What follows belongs to an exercise in optimizing a design on an open flow for small area, a short achievable clock period and few clock cycles; a production flow would make more cautious choices.
Function was not checked in any run shown here: the RTL went through the layout flow alone.
No activity file was given, so power comes from the tool's default toggle rates.

`design/flow/config.mk`:
```
export PLATFORM = sky130hd
export DESIGN_NAME = slab_alloc_top
export DESIGN_NICKNAME = slab_alloc_top
export VERILOG_FILES = /design/flow/design.v
export SDC_FILE = /design/flow/constraint.sdc
export NUM_CORES = 4
export LEC_CHECK = 0
export ABC_CLOCK_PERIOD_IN_PS = 2000
export CAP_MARGIN = 20
export CORE_MARGIN = 2
export CORE_UTILIZATION = 40
export SETUP_SLACK_MARGIN = 3.5
export SLEW_MARGIN = 20
```
`design/flow/constraint.sdc`:
```
create_clock -name core_clock -period 6.0 [get_ports {clk}]
set_input_delay 1.2000 -clock core_clock [delete_from_list [all_inputs] [get_ports {clk}]]
set_output_delay 1.2000 -clock core_clock [all_outputs]
set_load 0.01 [all_outputs]
```
`design/flow/design.v`:
```
`timescale 1ns/1ps
module slab_alloc_top (
    input  logic                    clk,
    input  logic                    rst,
    input  logic [15:0]             req_size,
    input  logic                    req_valid,
    output logic                    req_ready,
    output logic [32-1:0] malloc_pointer,
    output logic                    malloc_failed,
    output logic                    malloc_valid,
    input  logic                    malloc_ready,
    input  logic [32-1:0] free_pointer,
    input  logic [15:0]             free_size,
    input  logic                    free_valid,
    output logic                    free_ready,
    output logic                    error_overflow
);
    function automatic logic [4:1] size_class(input logic [15:0] s);
        logic nz;
        nz = s != 16'd0;
        size_class[1] = nz && s <= 16'd64;
        size_class[2] = s > 16'd64 && s <= 16'd128;
        size_class[3] = s > 16'd128 && s <= 16'd256;
        size_class[4] = s > 16'd256 && s <= 16'd512;
    endfunction
    logic [4:1] acls;
    logic [4:1] fcls;
    logic       acc_alloc;
    logic       acc_free;
    assign acls = size_class(req_size);
    assign fcls = size_class(free_size);
    assign acc_alloc = req_valid;
    assign acc_free = free_valid;
    assign req_ready = 1'b1;
    assign free_ready = 1'b1;
    logic [3:0] pg;
    logic       pg_avail;
    assign pg_avail = pg != 4'd10;
    logic [4:1] wr;
    logic [4:1] pop;
    logic [4:1] bg_set;
    logic [4:1] bg_clr;
    logic       pg_take;
    logic [7:0] wr_data;
    logic [8:0] effm [1:4];      
    logic [7:0] remd [1:4];      
    logic [4:1] ok;              
    logic [4:1] full;            
    logic [4:1] ne;              
    logic [4:1] a_push;          
    logic [4:1] a_clr;           
    logic [4:1] a_page;          
    logic [8:0] ptr_q;
    logic [8:0] ptr_next;
    logic [7:0] rem_next;
    always_comb begin
        ptr_next = '0;
        rem_next = '0;
        for (int k = 1; k <= 4; k++) begin
            ptr_next = ptr_next | (acls[k] ? effm[k] : 9'd0);
            rem_next = rem_next | (acls[k] ? remd[k] : 8'd0);
        end
    end
    always_ff @(posedge clk) begin
        if (rst) begin
            malloc_valid <= 1'b0;
            malloc_failed <= 1'b0;
            wr <= '0;
            pop <= '0;
            bg_set <= '0;
            bg_clr <= '0;
            pg_take <= 1'b0;
            error_overflow <= 1'b0;
        end else begin
            if (acc_alloc) begin
                malloc_valid <= 1'b1;
                malloc_failed <= (acls & ok) == '0;
            end else if (malloc_ready) begin
                malloc_valid <= 1'b0;
            end
            if (acc_alloc) begin
                wr <= acls & a_push;
                pop <= acls & ne;
                bg_set <= acls & a_push;
                bg_clr <= acls & a_clr;
                pg_take <= (acls & a_page) != '0;
            end else begin
                wr <= acc_free ? (fcls & ~full) : 4'd0;
                pop <= '0;
                bg_set <= '0;
                bg_clr <= '0;
                pg_take <= 1'b0;
            end
            error_overflow <= acc_free && (fcls & full) != '0;
        end
    end
    always_ff @(posedge clk) begin
        if (acc_alloc)
            ptr_q <= ptr_next;
        wr_data <= acc_free ? free_pointer[13:6] : rem_next;
    end
    assign malloc_pointer = {17'd0, ptr_q, 6'd0};
    always_ff @(posedge clk) begin
        if (rst)
            pg <= 4'd2;
        else if (pg_take)
            pg <= pg + 1'b1;
    end
    for (genvar k = 1; k <= 4; k++) begin : g_cls
        localparam int W = 9 - k;
        localparam int OW = 6 - k;
        logic [W-1:0] mem [16];
        logic [4:0]   hd;
        logic [4:0]   tl;
        logic [4:0]   tl1;
        logic         bg_v;
        logic [3:0]   bg_pos;
        logic         empty;
        logic         fwd;
        logic         isbig;
        logic [W-1:0] head_a;
        logic [W-1:0] cand;
        logic [W-1:0] rest;
        logic [7:0]   a8;
        assign tl1 = tl + 1'b1;
        assign empty = hd == tl;
        assign fwd = wr[k] && empty;
        assign ne[k] = !empty || wr[k];
        assign full[k] = wr[k] ? (hd[3:0] == tl1[3:0] && hd[4] != tl1[4])
                               : (hd[3:0] == tl[3:0] && hd[4] != tl[4]);
        assign head_a = mem[hd[3:0]];
        assign cand = fwd ? wr_data[7:k-1] : head_a;
        assign a8 = ne[k] ? 8'({cand, {(k-1){1'b0}}}) : {pg[2:0], 5'd0};
        assign ok[k] = ne[k] || pg_avail;
        assign effm[k] = ok[k] ? {a8[7:6] == 2'b00, a8} : 9'd0;
        assign rest = {a8[7:5], a8[4:k-1] + 1'b1};
        assign remd[k] = 8'({rest, {(k-1){1'b0}}});
        assign isbig = bg_v && bg_pos == hd[3:0] && !fwd;
        assign a_push[k] = ne[k] ? (isbig && cand[OW-1:0] != {OW{1'b1}}) : pg_avail;
        assign a_clr[k] = ne[k] && isbig && cand[OW-1:0] == {OW{1'b1}};
        assign a_page[k] = !ne[k] && pg_avail;
        always_ff @(posedge clk) begin
            if (wr[k])
                mem[tl[3:0]] <= wr_data[7:k-1];
        end
        always_ff @(posedge clk) begin
            if (rst) begin
                hd <= '0;
                tl <= '0;
                bg_v <= 1'b0;
            end else begin
                if (wr[k])
                    tl <= tl1;
                if (pop[k])
                    hd <= hd + 1'b1;
                if (bg_set[k]) begin
                    bg_v <= 1'b1;
                    bg_pos <= tl[3:0];
                end else if (bg_clr[k]) begin
                    bg_v <= 1'b0;
                end
            end
        end
    end
endmodule
```
`design/flow/run.sh`:
```
#!/bin/bash
# synth_recipe.tcl (not shown) runs the flow's synth.tcl, then flattens the netlist and writes it again
# the make line also repeats each setting of config.mk as NAME=value (left out here)
make -C /OpenROAD-flow-scripts/flow DESIGN_CONFIG=/design/flow/config.mk WORK_HOME=/design/flow/orfs CLKGATE_MAP_FILE= SYNTH_SCRIPT=/design/flow/synth_recipe.tcl finish
```
==> results of run 1 <==
## flip-flops by register name, indices dropped and copies added (netlist names), 4 cells and up, named ones only
name          cells
bg_clr            4
bg_set            4
g_cls.bg_pos     16
g_cls.bg_v        4
g_cls.hd         20
g_cls.mem       416
g_cls.tl         20
pg                4
pop               4
ptr_q             9
wr                4
wr_data           8
## power by group
part           internal, W  total, W  switching (W)
Combinational    0.0000415  0.000125      0.0000832
Sequential         0.00400   0.00403      0.0000270
Clock              0.00200   0.00340        0.00141
Total              0.00604   0.00756        0.00152
## routing by layer
layer / global-route usage / share of wire / up-vias
met2: 0.287 / 0.48 / 362
met4: 0.0385 / 0.015 / 0
met3: 0.0302 / 0.053 / 62
li1: - / - / 5558
met5: 0 / 0 / -
met1: 0.262 / 0.46 / 6479
## through the flow
step | std cells | hold slack (ns) | total power, W | setup WS, ns
final | 2312 | 0.464 | 0.00756 | 2.85
after global routing | 2312 | 0.508 | 0.00775 | 2.81
after CTS | 2286 | 0.469 | 0.00761 | 2.81
after detailed placement | 2149 | 0.452 | 0.00424 | 1.73
after global placement | 2149 | 0.449 | 0.00423 | 1.77
after floorplan | 1418 | 0.406 | 0.00416 | 2.43
## layout by cell type, fill, tap and decap left out, types with 7 or more instances in the layout
cell and count:
a21oi_2 7, buf_2 10, nor2_1 95, nor3_1 14, xnor2_1 31, inv_1 29
mux2i_1 21, clkdlybuf4s50_1 29, buf_6 16, dlygate4sd2_1 8, clkinv_2 10, a21oi_1 20
clkbuf_16 56, xor2_1 59, clkbuf_8 9, mux4_2 124, nand2_1 63, nor2b_1 11
edfxtp_1 441, nand4_1 19, ha_1 23, dfxtp_2 21, o21ai_0 14, clkinv_1 9
dfxtp_1 59, conb_1 25, a22oi_1 9, nand3_1 21, dfxtp_4 12, buf_4 57
and2_1 62
## cells by family after synthesis
| group | count (synthesis) |
|---|---|
| flops | 533 |
| simple gates | 355 |
| mux | 160 |
| buf+inv | 118 |
| compound gates | 112 |
| xor+xnor | 90 |
| fa+ha+maj | 25 |
| other cells | 2 |
## worst max-delay path, cell delays in order
cell	delay [ns]
buf_6	0.09
or4_4	0.52
or4_4	0.44
or4b_1	0.56
a21o_1	0.25
a21oi_4	0.21
nand2_1	0.10
o211ai_2	0.13
mux2_4	0.19
## path summary, 6_finish.rpt
check	cells after the start	slack, ns	startpoint	to
max	9	2.85	req_size[2]	wr_data[7]
min	2	0.46	bg_set[4]	g_cls[4].bg_v
max reg2reg	11	2.96	flip-flop	wr_data[4]
min reg2reg	2	0.46	bg_set[4]	g_cls[4].bg_v
## repair_timing
action	CTS	global route
hold endpoints to repair	0	0
setup endpoints to repair	48	38
gates cloned	1	1
gates resized for setup	150	66
buffers inserted	36	25
pin swaps	24	25
## layout make-up
type                       instances  area share
multi-input combinational        767       0.277
clock inverter                    30      0.0105
tap                              748      0.0351
timing repair buffer             134      0.0475
inverter                          30     0.00422
clock buffer                      70      0.0571
sequential                       533       0.569
==> results.json, run 1 <==
{
  "fin_nets": 1613,
  "fmax_ghz": 0.317,
  "synth_most_common_cell": "edfxtp_1",
  "fin_crit_sh": 0.525,
  "core_area_um2": 55300,
  "cts_num_sinks": 533,
  "cts_inserted_buffers": 53,
  "num_vias": 12500,
  "wl_per_cell_um": 22.4,
  "drv_slew": 0,
  "clock_skew_ns": 0.0192,
  "wirelength_um": 51700,
  "die_w_um": 241,
  "endpoint_kind": "flip-flop",
  "setup_viol": 0,
  "synth-simple-area-share": 0.0797,
  "period_minus_slack_ns": 3.15,
  "p_leak_nw": 8.96,
  "yosys_warnings": 3,
  "start_util": 0.406,
  "max_cap_viol_count": 0,
  "grt_pass1_wl_um": 77400,
  "clockBufferDepth": 3,
  "grt_start_max_net_pins": 69,
  "multi_input_area_um2": 7380,
  "cts_tree": "built",
  "tightest_slew_ns": 0.833,
  "syn_inst": 1395,
  "finalWeightedCongestion": 0.869,
  "synth_compound_area_frac": 0.0339,
  "max_slew_margin": 0.445,
  "synth_xor_area_frac": 0.0351,
  "powerDensity_nw_per_um2": 284,
  "ys_top_cells_by_count": "edfxtp_1 (441), mux4_2 (124), nor2_1 (103)",
  "drc": 0,
  "stdcell_area_um2": 26700,
  "viasPerCell": 5.39,
  "grt_setup_unrepaired": "true",
  "synth_top_area_cell": "edfxtp_1",
  "fp.dieH_um": 241,
  "grt_pass1_vias": 12500,
  "io_buffers": 56,
  "grt_overflow": 0,
  "track_usage": 0.180,
  "dp.final_hpwl_um": 32900,
  "initialDrtViolationCount": 850,
  "hold_class": "reg -> reg",
  "dr.pass1.iters": 5,
  "critical_path.max_fanout": 5,
  "die_area_um2": 58100,
  "arrival_ns": 3.69,
  "drive_gt1_frac": 0.269,
  "crit_type": "in -> reg",
  "drt.antenna.violating_nets": 0,
  "fin_util": 0.482,
  "ys_seq_area_frac": 0.672,
  "tns_ns": 0,
  "netlist.area_leader.share": 0.590,
  "synth_top_family_by_area": "multiplexers",
  "status": "complete, no violations",
  "clk_latency_ns": 0.61,
  "antenna_found_initial": 0,
  "synth_edf_count": 441,
  "dpl_cell_area_um2": 23800,
  "avgSynthCellArea_um2": 16.1,
  "synthFlopType": "edfxtp_1",
  "start_kind": "primary input",
  "ys_types": 66,
  "fillers": 4740,
  "synthAdderAreaFrac": 0.0139,
  "muxShareOfSynthArea": 0.141,
  "core.rowCount": 86,
  "clk_pin_slew_worst_paths_ns": 0.06,
  "diodes": 0,
  "area_delta_synth_final_pct": 18.7,
  "final-hold-violation-count": 0,
  "clockRootBuffer": "clkbuf_16",
  "peakVddDrop_v": 0.000248,
  "synthTopCellsByArea": "edfxtp_1 (59%), mux4_2 (12%), dfxtp_1 (8.2%), xor2_1 (2.3%), and2_1 (1.7%)",
  "ys_async_sr_fraction": 0,
  "synth_area_um2": 22500,
  "htreeDepth": 2,
  "ios": 106,
  "regArea_um2": 15200,
  "cp.required_ns": 6.54,
  "cts_hold_buffers": 0,
  "synth_seq_cells": 533
}
==> run 2: changes to the inputs <==
==> design/flow/config.mk (replaced) <==
export PLATFORM = sky130hd
export DESIGN_NAME = slab_alloc_top
export DESIGN_NICKNAME = slab_alloc_top
export VERILOG_FILES = /design/flow/design.v
export SDC_FILE = /design/flow/constraint.sdc
export NUM_CORES = 4
export LEC_CHECK = 0
export CAP_MARGIN = 20
export CORE_MARGIN = 2
export CORE_UTILIZATION = 40
export SETUP_SLACK_MARGIN = 3.0
export SLEW_MARGIN = 20
==> results.json, run 2 <==
{
  "synthFlopType": "edfxtp_1",
  "critical_path.max_fanout": 5,
  "io_buffers": 56,
  "antenna_found_initial": 2,
  "synth_area_um2": 22500,
  "synthTopCellsByArea": "edfxtp_1 (59%), mux4_2 (12%), dfxtp_1 (8.2%), xor2_1 (2.3%), and2_1 (1.7%)",
  "dpl.cell_count": 2150,
  "core_area_um2": 55300,
  "hold_path_depth": 2,
  "start_kind": "primary input",
  "drc": 0,
  "clockBufferDepth": 3,
  "dr.pass1.iters": 5,
  "final_cell_mix": "edfxtp_1 (441), mux4_2 (124), nor2_1 (98)",
  "fillers": 4794,
  "p_leak_nw": 8.61,
  "ios": 106,
  "layout_commonest_cell": "edfxtp_1",
  "max_cap_viol_count": 0,
  "ys_types": 66,
  "start_util": 0.406,
  "tns_ns": 0,
  "drive_gt1_frac": 0.215,
  "ys_seq_area_frac": 0.672,
  "cts_num_sinks": 533,
  "ys_async_sr_fraction": 0,
  "core.rowCount": 86,
  "track_usage": 0.179,
  "avgSynthCellArea_um2": 16.1,
  "drv_slew": 0,
  "clk_pin_slew_worst_paths_ns": 0.06,
  "cts_tree": "built",
  "peakVddDrop_v": 0.000222,
  "clk_latency_ns": 0.59,
  "syn_inst": 1395,
  "synth_top_area_cell": "edfxtp_1",
  "largest_reg_flops": 416,
  "grt_setup_unrepaired": "true",
  "synth_edf_count": 441,
  "ys_top_cells_by_count": "edfxtp_1 (441), mux4_2 (124), nor2_1 (103)",
  "yosys_warnings": 3,
  "layout.cells.non_filler": 2277,
  "crit_type": "in -> reg",
  "grt_overflow": 0,
  "rr_worst_depth": 9,
  "area_delta_synth_final_pct": 15.9,
  "clock_skew_ns": 0.0146,
  "wirelength_um": 50800,
  "final-hold-violation-count": 0,
  "period_minus_slack_ns": 3.15,
  "initialDrtViolationCount": 1004,
  "endpoint_kind": "flip-flop",
  "fmax_ghz": 0.318,
  "fin_crit_sh": 0.525,
  "num_vias": 12200,
  "synth_seq_cells": 533,
  "cp.required_ns": 6.53,
  "die_w_um": 241,
  "fin_nets": 1582,
  "synth_most_common_cell": "edfxtp_1",
  "setup_viol": 0,
  "max_slew_margin": 0.469,
  "grt_pass1_wl_um": 76700,
  "fp.dieH_um": 241,
  "grt_start_max_net_pins": 72,
  "netlist.area_leader.share": 0.590,
  "grt_pass1_vias": 12300,
  "wl_per_cell_um": 22.3,
  "cts_hold_buffers": 0,
  "die_area_um2": 58100,
  "power.total_w": 0.00731,
  "dp.final_hpwl_um": 32800,
  "finalWeightedCongestion": 0.872,
  "arrival_ns": 3.68,
  "viasPerCell": 5.37,
  "status": "complete, no violations",
  "drt.antenna.violating_nets": 0,
  "clockRootBuffer": "clkbuf_16",
  "htreeDepth": 2,
  "hold_class": "reg -> reg",
  "fin_util": 0.470,
  "tightest_slew_ns": 0.790,
  "powerDensity_nw_per_um2": 281,
  "cts_inserted_buffers": 52
}
==> run 2: metrics by stage <==
step / setup slack (ns) / hold WS (ns) / area (um^2)
floorplan: 2.43 / 0.406 / 22600
global placement: 1.79 / 0.448 / 23700
detailed placement: 1.73 / 0.453 / 23700
CTS: 2.79 / 0.466 / 25800
global route: 2.79 / 0.513 / 26000
finish: 2.85 / 0.468 / 26000
==> run 2: cell type report <==
cell class | instances | area, um^2 | share of cell area
well taps | 748 | 936 | 0.0360
repair buffers | 104 | 1010 | 0.0388
clock buffers | 69 | 1410 | 0.0541
diodes | 1 | 2.50 | 0.0000962
inverters | 30 | 113 | 0.00433
clock inverters | 25 | 233 | 0.00894
flip-flops and latches | 533 | 15100 | 0.582
multi-input cells | 767 | 7180 | 0.276
==> run 2: critical path, cell delays in order <==
cell      delay, ns
buf_6          0.09
or4_4          0.52
or4_4          0.47
or3b_4         0.40
a211oi_4       0.29
a21boi_4       0.32
a22oi_2        0.09
o211ai_2       0.11
mux2_4         0.18
==> run 2: where the power goes <==
| group | leakage, nW | switching, W | internal, W |
|---|---|---|---|
| Clock | 0.793 | 0.00135 | 0.00182 |
| Sequential | 4.79 | 0.0000165 | 0.00400 |
| Combinational | 3.03 | 0.0000875 | 0.0000428 |
==> run 2: metal layers <==
layer  wire [um]  GRT usage  vias to the layer above
met2       23500      0.277                      352
li1            -          -                     5509
met1       23100      0.260                     6282
met3        2870     0.0293                       86
met4        1260     0.0556                        4
met5          20          0                        -
==> run 2: cell families (layout without fill, tap and decap cells) <==
family	Yosys count	after routing	share of synthesized area
xor gates and xnor gates	90	90	0.0351
buffers and inverters	118	228	0.0246
muxes	160	160	0.141
and+or+nand+nor	355	355	0.0797
adders and majority gates	25	25	0.0139
DFF	533	533	0.672
AOI/OAI and AO/OA	112	112	0.0339
other	2	26	0.000334
==> run 2: worst paths after layout <==
path	to	from	slack, ns
setup reg to reg	wr_data[6]	flip-flop	2.93
setup / recovery	wr_data[7]	req_size[2]	2.85
hold reg to reg	g_cls[4].bg_v	bg_set[4]	0.47
hold / removal	g_cls[4].bg_v	bg_set[4]	0.47
==> run 2: timing repair <==
| action | in CTS | in global routing |
|---|---|---|
| setup endpoints to repair | 33 | 29 |
| gates resized for setup | 74 | 26 |
| setup buffers | 19 | 11 |
| pin swaps | 20 | 9 |
| cloned | 2 | 0 |

re-timing with driven ports:
The flow's constraints put no driver on any port. The routed layouts listed below were extracted and timed again, unchanged, in two steps. Step 1 assumes that a clkbuf_16 drives the clock port and a buf_2 every other input. Step 2 times the ports against the registers' clock, not the clock port: input delays grow and output delays shrink by t, the midpoint of the rising clock arrivals with the driver on. Three values: ideal, step 1, step 2; two values: the first two.
run	t, ns	setup slack, ns	slew at the worst register clock pin (ns)
run 1	0.653	2.848 / 2.870 / 2.217	0.07 / 0.07
run 2	0.647	2.851 / 2.880 / 2.233	0.07 / 0.07
After both steps setup and hold are still met in every run listed. For run 1, which loses most, drivers alone change the setup slack by +0.022 ns; drivers and shift together by -0.631 ns.
